Context: an optimization exercise on an open-source flow, tuned for small area, a short achievable clock period and few clock cycles. The choices shown serve that exercise and are no tape-out recipe. The RTL was checked by simulation tests, not by an equivalence proof against the original design. No activity file was given, so power comes from the tool's default toggle rates.

`flow/design.v`:
```
`default_nettype none
package mips_pkg;
   typedef logic [31:0] word_t;        
   typedef logic [4:0]  reg_idx_t;     
   typedef logic [29:0] wb_adr_t;      
   typedef logic [3:0]  byte_sel_t;    
   typedef logic [5:0]  opcode_t;      
   typedef logic [5:0]  funct_t;       
   localparam opcode_t OP_RTYPE = 6'h00;
   localparam opcode_t OP_J     = 6'h02;
   localparam opcode_t OP_JAL   = 6'h03;
   localparam opcode_t OP_BEQ   = 6'h04;
   localparam opcode_t OP_BNE   = 6'h05;
   localparam opcode_t OP_ADDIU = 6'h09;
   localparam opcode_t OP_ORI   = 6'h0d;
   localparam opcode_t OP_LUI   = 6'h0f;
   localparam opcode_t OP_LB    = 6'h20;
   localparam opcode_t OP_LH    = 6'h21;
   localparam opcode_t OP_LW    = 6'h23;
   localparam opcode_t OP_LBU   = 6'h24;
   localparam opcode_t OP_LHU   = 6'h25;
   localparam opcode_t OP_SB    = 6'h28;
   localparam opcode_t OP_SH    = 6'h29;
   localparam opcode_t OP_SW    = 6'h2b;
   localparam funct_t FN_SLL     = 6'h00;
   localparam funct_t FN_JR      = 6'h08;
   localparam funct_t FN_SYSCALL = 6'h0c;
   localparam funct_t FN_ADDU    = 6'h21;
   localparam funct_t FN_SUBU    = 6'h23;
   localparam funct_t FN_AND     = 6'h24;
   localparam funct_t FN_OR      = 6'h25;
   localparam funct_t FN_SLT     = 6'h2a;
   localparam reg_idx_t REG_RA = 5'd31;    
   typedef enum logic [1:0] {
      SIZE_BYTE = 2'b00,
      SIZE_HALF = 2'b01,
      SIZE_WORD = 2'b11
   } mem_size_e;
   typedef enum logic [2:0] {ADD, SUB, AND, OR, SLT, SLL, LUI} alu_op_e;
   typedef enum logic [1:0] {REG, ZERO, SIGN, SHAMT} alu_src_e;
   typedef enum logic [2:0] {FETCH, EXEC, MEM, WB, HALT} ctrl_state_e;
   typedef struct packed {
      alu_op_e   alu_op;
      alu_src_e  alu_src;
      logic      reg_write;
      reg_idx_t  dest;         
      logic      link;         
      logic      mem_read;
      logic      mem_write;
      mem_size_e mem_size;
      logic      mem_signed;
      logic      branch;
      logic      branch_ne;    
      logic      jump;
      logic      jump_reg;     
   } decode_t;
   typedef struct packed {
      logic      cyc;
      logic      stb;
      logic      we;
      wb_adr_t   adr;
      byte_sel_t sel;
      word_t     dat;
   } wb_m2s_t;
   typedef struct packed {
      logic  ack;
      word_t dat;
   } wb_s2m_t;
endpackage
`default_nettype wire
`timescale 1ns/1ps
`default_nettype none
module mips_alu (
   input  mips_pkg::decode_t dec_i,
   input  mips_pkg::word_t   instr_i,
   input  mips_pkg::word_t   rs_dat_i,
   input  mips_pkg::word_t   rt_dat_i,
   output mips_pkg::word_t   result_o,
   output logic              equal_o
);
   mips_pkg::word_t op_a;
   mips_pkg::word_t op_b;
   mips_pkg::word_t imm_zx;
   mips_pkg::word_t imm_sx;
   assign imm_zx = {16'h0000, instr_i[15:0]};
   assign imm_sx = {{16{instr_i[15]}}, instr_i[15:0]};
   always_comb begin
      op_a = rs_dat_i;
      op_b = rt_dat_i;
      case (dec_i.alu_src)
         mips_pkg::ZERO:  op_b = imm_zx;
         mips_pkg::SIGN:  op_b = imm_sx;
         mips_pkg::SHAMT: op_a = {27'd0, instr_i[10:6]};    
         default: ;
      endcase
   end
   always_comb begin
      case (dec_i.alu_op)
         mips_pkg::ADD: result_o = op_a + op_b;
         mips_pkg::SUB: result_o = op_a - op_b;
         mips_pkg::AND: result_o = op_a & op_b;
         mips_pkg::OR:  result_o = op_a | op_b;
         mips_pkg::SLT: result_o = {31'd0, $signed(op_a) < $signed(op_b)};
         mips_pkg::SLL: result_o = op_b << op_a[4:0];
         mips_pkg::LUI: result_o = {op_b[15:0], 16'h0000};
         default:       result_o = '0;
      endcase
   end
   assign equal_o = (rs_dat_i == rt_dat_i);
endmodule
`default_nettype wire
`timescale 1ns/1ps
`default_nettype none
module mips_regfile (
   input  logic               clk,
   input  logic               rst,
   input  mips_pkg::reg_idx_t rs_idx_i,
   input  mips_pkg::reg_idx_t rt_idx_i,
   output mips_pkg::word_t    rs_dat_o,
   output mips_pkg::word_t    rt_dat_o,
   input  logic               we_i,
   input  mips_pkg::reg_idx_t rd_idx_i,
   input  mips_pkg::word_t    rd_dat_i
);
   mips_pkg::word_t regs [0:31];
   always_ff @(posedge clk) begin
      if (rst) begin
         for (int i = 0; i < 32; i++)
            regs[i] <= '0;
      end else if (we_i && rd_idx_i != 5'd0) begin    
         regs[rd_idx_i] <= rd_dat_i;
      end
   end
   assign rs_dat_o = regs[rs_idx_i];
   assign rt_dat_o = regs[rt_idx_i];
endmodule
`default_nettype wire
`timescale 1ns/1ps
`default_nettype none
module mem_align (
   input  mips_pkg::decode_t   dec_i,
   input  logic [1:0]          addr_lsb_i,
   input  mips_pkg::word_t     rt_dat_i,
   input  mips_pkg::word_t     load_word_i,
   output mips_pkg::word_t     store_dat_o,
   output mips_pkg::byte_sel_t store_sel_o,
   output mips_pkg::word_t     load_dat_o
);
   mips_pkg::word_t lane;       
   logic [7:0]      ld_byte;
   logic [15:0]     ld_half;
   always_comb begin
      case (dec_i.mem_size)
         mips_pkg::SIZE_BYTE: begin
            store_dat_o = {24'd0, rt_dat_i[7:0]} << {addr_lsb_i, 3'b000};
            store_sel_o = 4'b0001 << addr_lsb_i;
         end
         mips_pkg::SIZE_HALF: begin
            store_dat_o = {16'd0, rt_dat_i[15:0]} << {addr_lsb_i[1], 4'b0000};
            store_sel_o = addr_lsb_i[1] ? 4'b1100 : 4'b0011;
         end
         default: begin                  
            store_dat_o = rt_dat_i;
            store_sel_o = 4'b1111;
         end
      endcase
   end
   assign lane    = load_word_i >> {addr_lsb_i, 3'b000};
   assign ld_byte = lane[7:0];
   assign ld_half = addr_lsb_i[1] ? load_word_i[31:16] : load_word_i[15:0];
   always_comb begin
      case (dec_i.mem_size)
         mips_pkg::SIZE_BYTE: begin
            if (dec_i.mem_signed)
               load_dat_o = {{24{ld_byte[7]}}, ld_byte};    
            else
               load_dat_o = {24'd0, ld_byte};               
         end
         mips_pkg::SIZE_HALF: begin
            if (dec_i.mem_signed)
               load_dat_o = {{16{ld_half[15]}}, ld_half};   
            else
               load_dat_o = {16'd0, ld_half};               
         end
         default: load_dat_o = load_word_i;
      endcase
   end
endmodule
`default_nettype wire
`timescale 1ns/1ps
`default_nettype none
module pc_unit #(
   parameter mips_pkg::word_t RESET_PC = 32'h0000_0000
) (
   input  logic              clk,
   input  logic              rst,
   input  logic              load_i,
   input  mips_pkg::decode_t dec_i,
   input  mips_pkg::word_t   instr_i,
   input  mips_pkg::word_t   rs_dat_i,
   input  logic              equal_i,
   output mips_pkg::word_t   pc_o,
   output mips_pkg::word_t   pc_plus4_o
);
   mips_pkg::word_t pc_q;
   mips_pkg::word_t pc_plus4;
   mips_pkg::word_t br_target;
   mips_pkg::word_t jmp_target;
   mips_pkg::word_t next_pc;
   logic            take_branch;
   assign pc_plus4    = pc_q + 32'd4;
   assign br_target   = pc_plus4 + {{14{instr_i[15]}}, instr_i[15:0], 2'b00};
   assign jmp_target  = {pc_plus4[31:28], instr_i[25:0], 2'b00};    
   assign take_branch = dec_i.branch & (equal_i ^ dec_i.branch_ne);
   assign next_pc = dec_i.jump_reg ? rs_dat_i   :    
                    dec_i.jump     ? jmp_target :
                    take_branch    ? br_target  :
                    pc_plus4;
   always_ff @(posedge clk) begin
      if (rst)
         pc_q <= RESET_PC;
      else if (load_i)
         pc_q <= next_pc;
   end
   assign pc_o       = pc_q;
   assign pc_plus4_o = pc_plus4;
endmodule
`default_nettype wire
`timescale 1ns/1ps
`default_nettype none
module core_ctrl (
   input  logic                clk,
   input  logic                rst,
   output mips_pkg::wb_m2s_t   wb_o,
   input  mips_pkg::wb_s2m_t   wb_i,
   input  mips_pkg::word_t     pc_i,
   input  mips_pkg::word_t     pc_plus4_i,
   input  mips_pkg::word_t     alu_result_i,
   input  mips_pkg::word_t     store_dat_i,
   input  mips_pkg::byte_sel_t store_sel_i,
   input  mips_pkg::word_t     load_dat_i,
   output mips_pkg::decode_t   dec_o,
   output mips_pkg::word_t     instr_o,
   output logic                pc_load_o,
   output logic                rd_we_o,
   output mips_pkg::reg_idx_t  rd_idx_o,
   output mips_pkg::word_t     rd_dat_o,
   output mips_pkg::word_t     load_word_o,
   output logic                halted_o
);
   mips_pkg::ctrl_state_e state;
   logic                  cyc_q;          
   logic                  we_q;
   mips_pkg::wb_adr_t     adr_q;
   mips_pkg::byte_sel_t   sel_q;
   mips_pkg::word_t       dat_q;
   mips_pkg::word_t       instr_q;
   mips_pkg::word_t       load_word_q;
   mips_pkg::decode_t     dec;
   logic                  syscall;
   logic                  mem_op;
   logic                  bus_done;       
   mips_pkg::opcode_t     op;
   mips_pkg::funct_t      fn;
   assign op       = instr_q[31:26];
   assign fn       = instr_q[5:0];
   assign mem_op   = dec.mem_read | dec.mem_write;
   assign bus_done = cyc_q & wb_i.ack;
   always_comb begin
      dec     = '0;
      syscall = 1'b0;
      case (op)
         mips_pkg::OP_RTYPE: begin
            dec.dest      = instr_q[15:11];    
            dec.reg_write = 1'b1;
            case (fn)
               mips_pkg::FN_ADDU: dec.alu_op = mips_pkg::ADD;
               mips_pkg::FN_SUBU: dec.alu_op = mips_pkg::SUB;
               mips_pkg::FN_AND:  dec.alu_op = mips_pkg::AND;
               mips_pkg::FN_OR:   dec.alu_op = mips_pkg::OR;
               mips_pkg::FN_SLT:  dec.alu_op = mips_pkg::SLT;
               mips_pkg::FN_SLL: begin
                  dec.alu_op  = mips_pkg::SLL;
                  dec.alu_src = mips_pkg::SHAMT;
               end
               mips_pkg::FN_JR: begin
                  dec.reg_write = 1'b0;
                  dec.jump      = 1'b1;
                  dec.jump_reg  = 1'b1;
               end
               mips_pkg::FN_SYSCALL: begin
                  dec.reg_write = 1'b0;
                  syscall       = 1'b1;
               end
               default: dec.reg_write = 1'b0;
            endcase
         end
         mips_pkg::OP_ADDIU, mips_pkg::OP_ORI, mips_pkg::OP_LUI: begin
            dec.dest      = instr_q[20:16];    
            dec.reg_write = 1'b1;
            dec.alu_src   = (op == mips_pkg::OP_ADDIU) ? mips_pkg::SIGN : mips_pkg::ZERO;
            dec.alu_op    = (op == mips_pkg::OP_ADDIU) ? mips_pkg::ADD :
                            (op == mips_pkg::OP_ORI)   ? mips_pkg::OR  : mips_pkg::LUI;
         end
         mips_pkg::OP_LB, mips_pkg::OP_LH, mips_pkg::OP_LW,
         mips_pkg::OP_LBU, mips_pkg::OP_LHU: begin
            dec.dest       = instr_q[20:16];
            dec.reg_write  = 1'b1;
            dec.mem_read   = 1'b1;
            dec.alu_src    = mips_pkg::SIGN;             
            dec.mem_size   = mips_pkg::mem_size_e'(op[1:0]);
            dec.mem_signed = ~op[2];                     
         end
         mips_pkg::OP_SB, mips_pkg::OP_SH, mips_pkg::OP_SW: begin
            dec.mem_write = 1'b1;
            dec.alu_src   = mips_pkg::SIGN;
            dec.mem_size  = mips_pkg::mem_size_e'(op[1:0]);
         end
         mips_pkg::OP_BEQ, mips_pkg::OP_BNE: begin
            dec.branch    = 1'b1;
            dec.branch_ne = op[0];
         end
         mips_pkg::OP_J: dec.jump = 1'b1;
         mips_pkg::OP_JAL: begin
            dec.jump      = 1'b1;
            dec.link      = 1'b1;
            dec.reg_write = 1'b1;
            dec.dest      = mips_pkg::REG_RA;
         end
         default: ;
      endcase
   end
   always_ff @(posedge clk) begin
      if (rst) begin
         state <= mips_pkg::FETCH;
         cyc_q <= 1'b0;
         we_q  <= 1'b0;
      end else begin
         case (state)
            mips_pkg::FETCH: begin
               if (!cyc_q) begin
                  cyc_q <= 1'b1;         
                  we_q  <= 1'b0;
               end else if (wb_i.ack) begin
                  cyc_q <= 1'b0;
                  state <= mips_pkg::EXEC;
               end
            end
            mips_pkg::EXEC: begin
               if (syscall) begin
                  state <= mips_pkg::HALT;
               end else if (mem_op) begin
                  cyc_q <= 1'b1;         
                  we_q  <= dec.mem_write;
                  state <= mips_pkg::MEM;
               end else begin
                  state <= mips_pkg::FETCH;
               end
            end
            mips_pkg::MEM: begin
               if (wb_i.ack) begin
                  cyc_q <= 1'b0;
                  we_q  <= 1'b0;
                  state <= dec.mem_write ? mips_pkg::FETCH : mips_pkg::WB;
               end
            end
            mips_pkg::WB:   state <= mips_pkg::FETCH;
            mips_pkg::HALT: state <= mips_pkg::HALT;    
            default:        state <= mips_pkg::FETCH;
         endcase
      end
   end
   always_ff @(posedge clk) begin
      if (state == mips_pkg::FETCH && !cyc_q) begin
         adr_q <= pc_i[31:2];
         sel_q <= '1;
         dat_q <= '0;
      end else if (state == mips_pkg::EXEC) begin
         adr_q <= alu_result_i[31:2];
         sel_q <= store_sel_i;
         dat_q <= store_dat_i;
      end
      if (state == mips_pkg::FETCH && bus_done)
         instr_q <= wb_i.dat;
      if (state == mips_pkg::MEM && bus_done && !we_q)
         load_word_q <= wb_i.dat;
   end
   assign wb_o.cyc = cyc_q;
   assign wb_o.stb = cyc_q;
   assign wb_o.we  = we_q;
   assign wb_o.adr = adr_q;
   assign wb_o.sel = sel_q;
   assign wb_o.dat = dat_q;
   assign pc_load_o = (state == mips_pkg::EXEC && !syscall && !mem_op) ||
                      (state == mips_pkg::MEM && bus_done && dec.mem_write) ||
                      (state == mips_pkg::WB);
   assign rd_we_o  = (state == mips_pkg::EXEC && dec.reg_write && !dec.mem_read) ||
                     (state == mips_pkg::WB);
   assign rd_idx_o = dec.dest;
   assign rd_dat_o = dec.link     ? pc_plus4_i :    
                     dec.mem_read ? load_dat_i :    
                     alu_result_i;
   assign dec_o       = dec;
   assign instr_o     = instr_q;
   assign load_word_o = load_word_q;
   assign halted_o    = (state == mips_pkg::HALT);
endmodule
`default_nettype wire
`timescale 1ns/1ps
`default_nettype none
module mips_core #(
   parameter mips_pkg::word_t RESET_PC = 32'h0000_0000
) (
   input  logic              clk,
   input  logic              rst,
   output mips_pkg::wb_m2s_t wb_o,
   input  mips_pkg::wb_s2m_t wb_i,
   output logic              halted_o
);
   mips_pkg::decode_t   dec;
   mips_pkg::word_t     instr;
   mips_pkg::word_t     pc;
   mips_pkg::word_t     pc_plus4;
   mips_pkg::word_t     alu_result;
   logic                equal;
   mips_pkg::word_t     rs_dat;
   mips_pkg::word_t     rt_dat;
   logic                pc_load;
   logic                rd_we;
   mips_pkg::reg_idx_t  rd_idx;
   mips_pkg::word_t     rd_dat;
   mips_pkg::word_t     store_dat;
   mips_pkg::byte_sel_t store_sel;
   mips_pkg::word_t     load_word;    
   mips_pkg::word_t     load_dat;     
   core_ctrl u_ctrl (
      .clk          (clk),
      .rst          (rst),
      .wb_o         (wb_o),
      .wb_i         (wb_i),
      .pc_i         (pc),
      .pc_plus4_i   (pc_plus4),
      .alu_result_i (alu_result),
      .store_dat_i  (store_dat),
      .store_sel_i  (store_sel),
      .load_dat_i   (load_dat),
      .dec_o        (dec),
      .instr_o      (instr),
      .pc_load_o    (pc_load),
      .rd_we_o      (rd_we),
      .rd_idx_o     (rd_idx),
      .rd_dat_o     (rd_dat),
      .load_word_o  (load_word),
      .halted_o     (halted_o)
   );
   pc_unit #(.RESET_PC(RESET_PC)) u_pc (
      .clk        (clk),
      .rst        (rst),
      .load_i     (pc_load),
      .dec_i      (dec),
      .instr_i    (instr),
      .rs_dat_i   (rs_dat),
      .equal_i    (equal),
      .pc_o       (pc),
      .pc_plus4_o (pc_plus4)
   );
   mips_alu u_alu (
      .dec_i    (dec),
      .instr_i  (instr),
      .rs_dat_i (rs_dat),
      .rt_dat_i (rt_dat),
      .result_o (alu_result),
      .equal_o  (equal)
   );
   mips_regfile u_regs (
      .clk      (clk),
      .rst      (rst),
      .rs_idx_i (instr[25:21]),    
      .rt_idx_i (instr[20:16]),    
      .rs_dat_o (rs_dat),
      .rt_dat_o (rt_dat),
      .we_i     (rd_we),
      .rd_idx_i (rd_idx),
      .rd_dat_i (rd_dat)
   );
   mem_align u_align (
      .dec_i       (dec),
      .addr_lsb_i  (alu_result[1:0]),    
      .rt_dat_i    (rt_dat),
      .load_word_i (load_word),
      .store_dat_o (store_dat),
      .store_sel_o (store_sel),
      .load_dat_o  (load_dat)
   );
endmodule
`default_nettype wire
`timescale 1ns/1ps
`default_nettype none
module mips_top (
   input  wire        clk,
   input  wire        rst,
   output wire        wb_cyc_o,
   output wire        wb_stb_o,
   output wire        wb_we_o,
   output wire [29:0] wb_adr_o,
   output wire [3:0]  wb_sel_o,
   output wire [31:0] wb_dat_o,
   input  wire        wb_ack_i,
   input  wire [31:0] wb_dat_i,
   output wire        halted_o
);
   mips_pkg::wb_m2s_t wb_o;
   mips_pkg::wb_s2m_t wb_i;
   assign wb_i.ack = wb_ack_i;
   assign wb_i.dat = wb_dat_i;
   mips_core #(.RESET_PC(32'h0000_0000)) u_core (
      .clk      (clk),
      .rst      (rst),
      .wb_o     (wb_o),
      .wb_i     (wb_i),
      .halted_o (halted_o)
   );
   assign wb_cyc_o = wb_o.cyc;
   assign wb_stb_o = wb_o.stb;
   assign wb_we_o  = wb_o.we;
   assign wb_adr_o = wb_o.adr;
   assign wb_sel_o = wb_o.sel;
   assign wb_dat_o = wb_o.dat;
endmodule
`default_nettype wire
```
`flow/run.sh`:
```
#!/bin/bash
# synth_recipe.tcl (not shown) runs the flow's synth.tcl, then flattens the netlist and writes it again
# the make line also repeats each setting of config.mk as NAME=value (left out here)
make -C /OpenROAD-flow-scripts/flow DESIGN_CONFIG=/design/flow/config.mk WORK_HOME=/design/flow/orfs CLKGATE_MAP_FILE= SYNTH_SCRIPT=/design/flow/synth_recipe.tcl finish
```
`flow/config.mk`:
```
export PLATFORM = sky130hd
export DESIGN_NAME = mips_top
export DESIGN_NICKNAME = mips_top
export VERILOG_FILES = /design/flow/design.v
export SDC_FILE = /design/flow/constraint.sdc
export NUM_CORES = 4
export LEC_CHECK = 0
export CAP_MARGIN = 20
export CORE_MARGIN = 2
export CORE_UTILIZATION = 40
export SLEW_MARGIN = 20
```
`flow/constraint.sdc`:
```
create_clock -name core_clock -period 12.0 [get_ports {clk}]
set_input_delay 2.4000 -clock core_clock [delete_from_list [all_inputs] [get_ports {clk}]]
set_output_delay 2.4000 -clock core_clock [all_outputs]
set_load 0.01 [all_outputs]
```
==> reports/qor.csv <==
metric,value,unit
fill_cells,15800,
drt-pass1-iter-count,8,
r2r_cells,20,
path_buf_inv,3,
slowest_stage,nor2_1,
cp_cell_sequence,nor4_1 -> nand3_1 -> or4_1 -> o21ai_0 -> ha_1 -> nor2_1 -> a22oi_1 -> inv_1 -> ha_1 -> inv_1 -> ha_1 -> a22o_1 -> a211oi_1 -> o41ai_4 -> mux2i_1 -> o22ai_1 -> buf_4 -> a221oi_1 -> o221a_2 -> nor2_1,
ys_seq_elements,1201,
fin_area,78900,µm²
setup_viol,0,
clock_latency,0.82,ns
netlist_top_cells_area,"edfxtp_1 48%, mux4_2 18%, nor2_1 4.5%, a21oi_1 3.3%, dfxtp_1 2.4%",
avgSynthCellArea,12.3,µm²
final_nets,5861,
fmax,0.101,GHz
max_cap_violations,0,
drtIter0Drc,9264,
post-cts-setup-buffers,0,
ctsHtreeMaxLevel,4,
dp.cells,7883,
worstHoldStart,u_core.u_ctrl.dat_q[7],
fin_util,45.3,%
rows,153,
post_cts_resized,0,
io_buffers,104,
skew,0.0671,ns
areaGrowthSynthToFinish,12.5,%
crit_family,compound AO/OA/AOI/OAI gates,
place_area,74400,µm²
synth_ff_type,edfxtp_1,
p_leak,27.8,nW
slew-limit-headroom,19.5,%
p_per_area,187,nW/µm²
vias,56000,
tns,0,ns
post-synth-top-count-cell,edfxtp_1,
drtAntennaViolNets,0,
cts_root_buffer,clkbuf_16,
r2r-end,u_core.u_regs.regs[11][11],
drive_gt1_share,21.2,%
place.gp.congestion,1.05,
r2r-start,u_core.u_ctrl.instr_q[29],
synthCells,5713,
yosysWarnings,5,
path_depth,20,
track_usage,33.6,%
io-pin-count,105,
stdcell_count,8133,
cp.required,12.51,ns
crit_top_cell,ha_1,
cts_tree,built,
worst_slack,2.05,ns
synth-seq-area-share,50.2,%
ys_async_sr_fraction,0,%
fin_crit,9.95,ns
rsz0062_at_grt,false,
path_clk_slew,0.06,ns
grt_pass1_wl,420000,µm
fin_crit_sh,82.9,%
wl,307000,µm
cp-end-kind,flip-flop,
synth_cell_type_count,90,
grt_antenna_before_repair,8,
hold_path_class,flip-flop to flip-flop,
crit_end,u_core.u_regs.regs[11][11],
arrival,10.45,ns
yosysTopAreaCellShare,47.9,%
cts_buffers,134,
ctsHoldBuffers,0,
reg2reg_setup_slack,2.05,ns
die_h,423,µm
wl_per_cell,37.7,µm
grt_max_degree,120,
synth_edf_count,1118,
hpwl,195000,µm
routed_via_density,6.88,
vdd_drop_max,0.171,mV
clockBufferDepth,3,
overflow,0,
fin_hold_ws,0.482,ns
die-area,179000,µm²
drc,0,
finalPower,14.8,mW
start_util,40.3,%
yosys.area.top_type,edfxtp_1,
hold_viol,0,
crit_start,u_core.u_ctrl.instr_q[29],
start_kind,flip-flop,
grt_pass1_vias,53600,
crit_type,flip-flop to flip-flop,
place_ws,2.64,ns
status,timing/DRC/antenna clean,
syn_area,70200,µm²
max_stage_delay,0.92,ns
core_region_area,174000,µm²
worstPathMaxFanout,31,
worst_slew_pin_slew,1.19,ns
cts.sinks,1201,
drv_slew,0,
die_w,423,µm
synth_common_cells,"1118 x edfxtp_1, 847 x nor2_1, 564 x mux4_2, 461 x a21oi_1, 376 x clkbuf_1",
[layout by cell type (no fill, tap or decap), types with 127 or more instances in the layout]
cell	instances
edfxtp_1	1118
nor2_1	843
mux4_2	564
a21oi_1	451
nor3_1	259
buf_4	238
nand2_1	224
o21ai_0	150
o22ai_1	138
clkbuf_16	136
inv_1	130
ha_1	130
mux2i_1	127
[power breakdown]
group | leakage (nW) | total [mW] | switching, mW | internal (mW)
logic | 13.5 | 5.58 | 3.90 | 1.68
clock network | 2.18 | 4.27 | 1.86 | 2.41
registers | 12.1 | 4.93 | 0.160 | 4.77
[metal layers]
layer	up-vias	GRT usage, %	routed length, µm
met2	4704	50.1	134000
met4	7	23.0	25400
met3	1133	11.4	43500
li1	22100	-	-
met5	-	0	68
met1	28000	41.2	104000
[cell families (layout without fill, tap and decap cells)]
logic type,after synthesis,count (layout),synth area share [%]
AOI/OAI and AO/OA,1173,1173,10.7
xor gates and xnor gates,109,109,1.36
adders and majority gates,132,132,2.38
buffers and inverters,675,734,4.24
DFF,1201,1201,50.2
muxes,727,727,20.5
other,1,37,0.00535
and+or+nand+nor,1695,1695,10.6
[flip-flops by register name (all words and copies together), names as in the netlist, named ones only]
name / flops
u_core.u_ctrl.cyc_q: 1
u_core.u_pc.pc_q: 32
u_core.u_ctrl.instr_q: 32
u_core.u_ctrl.adr_q: 30
u_core.u_ctrl.dat_q: 32
u_core.u_ctrl.sel_q: 4
u_core.u_ctrl.load_word_q: 32
u_core.u_ctrl.we_q: 1
u_core.u_ctrl.state: 3
u_core.u_regs.regs: 1024
[cell type report]
cell class                      count  area [µm²]  area share [%]
Sequential cell                  1201       35300            44.7
Multi-Input combinational cell   3868       32700            41.5
Clock buffer                      157        3480            4.41
Timing Repair Buffer              351        3000            3.80
Tap cell                         2325        2910            3.69
Clock inverter                     88        1010            1.28
Inverter                          138         520           0.660
Antenna cell                        5        12.5          0.0159
[how the worst min path moves through the flow]
| stage | end | cells after the start |
|---|---|---|
| 6_report | u_core.u_ctrl.dat_q[7] | 1 |
| 5_1_grt | u_core.u_ctrl.dat_q[3] | 1 |
| 4_1_cts | u_core.u_ctrl.dat_q[3] | 1 |
| 3_5_place_dp | u_core.u_ctrl.dat_q[3] | 1 |
| 3_3_place_gp | u_core.u_pc.pc_q[0] | 2 |
| 2_1_floorplan | flip-flop | 2 |
Testbench counts, summed over its fixed seeds: cycles 118,472.

## port drivers added, routing unchanged
No port has a modelled driver above. Below, the same layout with a new extraction and two added sets of constraints.
Step 1 (the two cells are an assumption about what drives the block):
set clk [get_ports {clk}]
set_driving_cell -lib_cell sky130_fd_sc_hd__clkbuf_16 $clk
set_driving_cell -lib_cell sky130_fd_sc_hd__buf_2 [delete_from_list [all_inputs] $clk]
Step 2 moves the port delays by t, midway between the first and last clock arrival at a register: inputs arrive t later, outputs are due t later. That takes back most of the time a late clock gives input paths.
a / b / c = ideal ports / drivers / drivers and shift; a / b = the first two.
shift t [ns]: 0.877
setup WS [ns]: 2.055 / 2.055 / 2.055
worst hold slack (ns): 0.482 / 0.482 / 0.482
worst setup path after step 2: register to register
clock arrival spread, ns: 0.067 / 0.067
After both steps setup and hold are still met in this run. For this run, drivers alone change the setup slack by 0.000 ns; drivers and shift together by 0.000 ns.
